Source: an optimization exercise on an open RTL-to-GDS flow (aim: small area and few clock cycles). Production flows keep margins and buffers that such runs may drop.
Function was checked by simulation only, so behaviour that the tests miss may differ from the original.
No activity file was given, so power comes from the tool's default toggle rates.

Design grapheme_cluster_segmenter, start of the top module:
module grapheme_cluster_segmenter (
    input  wire logic        clk,
    input  wire logic        rst_n,
    input  wire logic        cfg_write_en,
    input  wire logic        cfg_write_data,
    input  wire logic        in_valid,
    output logic             in_stall,
    input  wire logic [5:0]  lb_class,
    input  wire logic [1:0]  width_class,
    input  wire logic [3:0]  gb_class,
    input  wire logic        is_thai,
    input  wire logic        end_of_text,
    output logic             out_valid,
    input  wire logic        out_stall,
    output logic [15:0]      cluster_start,
    output logic [15:0]      cluster_length,
    output logic [16:0]      cluster_columns,
    output logic [5:0]       cluster_break_class,
    output logic             text_done,
    output logic             last_of_run
);
Size: about 330 cells after synthesis, roughly 110 flip-flops, roughly 79 I/O pins.
==> flow/config.mk <==
export PLATFORM = sky130hd
export DESIGN_NAME = grapheme_cluster_segmenter
export DESIGN_NICKNAME = grapheme_cluster_segmenter
export VERILOG_FILES = /design/flow/design.v
export SDC_FILE = /design/flow/constraint.sdc
export NUM_CORES = 4
export LEC_CHECK = 0
export CAP_MARGIN = 20
export CORE_MARGIN = 2
export CORE_UTILIZATION = 70
export PLACE_DENSITY = 0.75
export SLEW_MARGIN = 20
export BUFFER_PORTS_ARGS = -buffer_cell sky130_fd_sc_hd__buf_1
export CTS_ARGS = -sink_clustering_enable -repair_clock_nets -dont_use_dummy_load -root_buf sky130_fd_sc_hd__clkbuf_8 -buf_list sky130_fd_sc_hd__clkbuf_4 -sink_clustering_size 12 -sink_clustering_max_diameter 40
==> flow/constraint.sdc <==
create_clock -name core_clock -period 12.0 [get_ports {clk}]
set_input_delay 2.4000 -clock core_clock [delete_from_list [all_inputs] [get_ports {clk}]]
set_output_delay 2.4000 -clock core_clock [all_outputs]
set_load 0.01 [all_outputs]
standard.sh (not shown) runs the stock make flow with config.mk's settings and CLKGATE_MAP_FILE= SYNTH_SCRIPT=/design/flow/synth_recipe.tcl, a recipe that flattens the netlist after the stock synthesis.
==> flow/flow/run.sh <==
#!/bin/bash
# The standard layout, with the smallest buffer on the ports instead of clkdlybuf4s50_1,
# and a clock tree of small buffers without dummy loads.
set -euo pipefail
cat >> config.mk <<'EOC'
export BUFFER_PORTS_ARGS = -buffer_cell sky130_fd_sc_hd__buf_1
export CTS_ARGS = -sink_clustering_enable -repair_clock_nets -dont_use_dummy_load -root_buf sky130_fd_sc_hd__clkbuf_8 -buf_list sky130_fd_sc_hd__clkbuf_4 -sink_clustering_size 12 -sink_clustering_max_diameter 40
EOC
bash standard.sh finish > standard_flow.log 2>&1
Testbench counts at the start, summed over its fixed seeds: cycles 52,865.
Rerun with:
==> flow/flow/run.sh (replaced) <==
#!/bin/bash
# The standard layout, with the smallest buffer on the ports instead of clkdlybuf4s50_1,
# and a clock tree of small buffers without dummy loads.
set -euo pipefail
cat >> config.mk <<'EOC'
export BUFFER_PORTS_ARGS = -buffer_cell sky130_fd_sc_hd__buf_1
export CTS_ARGS = -sink_clustering_enable -repair_clock_nets -dont_use_dummy_load -buf_list {sky130_fd_sc_hd__clkbuf_4 sky130_fd_sc_hd__clkbuf_8} -sink_clustering_size 16 -sink_clustering_max_diameter 60
EOC
bash standard.sh finish > standard_flow.log 2>&1
Settings changed: CTS_ARGS -sink_clustering_enable -repair_clock_nets -dont_use_dummy_load -root_buf sky130_fd_sc_hd__clkbuf_8 -buf_list sky130_fd_sc_hd__clkbuf_4 -sink_clustering_size 12 -sink_clustering_max_diameter 40 to -sink_clustering_enable -repair_clock_nets -dont_use_dummy_load -buf_list {sky130_fd_sc_hd__clkbuf_4 sky130_fd_sc_hd__clkbuf_8} -sink_clustering_size 16 -sink_clustering_max_diameter 60.
Sequential cell count stays the same.
Sequential share of layout area does not change.
Final cell count does not change.
Total power does not change.
Rerun with:
==> flow/flow/run.sh (replaced) <==
#!/bin/bash
# The standard layout, with the smallest buffer on the ports instead of clkdlybuf4s50_1.
set -euo pipefail
echo 'export BUFFER_PORTS_ARGS = -buffer_cell sky130_fd_sc_hd__buf_1' >> config.mk
bash standard.sh finish > standard_flow.log 2>&1
Settings changed: CTS_ARGS -sink_clustering_enable -repair_clock_nets -dont_use_dummy_load -buf_list {sky130_fd_sc_hd__clkbuf_4 sky130_fd_sc_hd__clkbuf_8} -sink_clustering_size 16 -sink_clustering_max_diameter 60 to default.
Result: Combinational power hardly moves; die area stays the same; sequential cell count is unchanged.

## re-timing with driven ports
The results above use ideal ports. As a check the final layouts listed here were re-extracted and re-timed, cells and wires unchanged. Step 1 assumes that a clkbuf_16 drives the clock port and a buf_2 every other input. Step 2 times the ports against the registers' clock, not the clock port: input delays grow and output delays shrink by t, the midpoint of the rising clock arrivals with the driver on. Three values: ideal ports, drivers, drivers and shift; two values: the first two.
run	t (ns)	setup WS [ns]	pins driven straight from the clock port
the first run	0.379	5.122 / 5.122 / 4.759	1
the second run	0.379	5.122 / 5.122 / 4.759	1
the third run	0.389	5.132 / 5.142 / 4.753	1
After both steps every run listed still meets setup and hold. For the third run, which loses most, drivers alone change the setup slack by +0.010 ns; drivers and shift together by -0.379 ns.
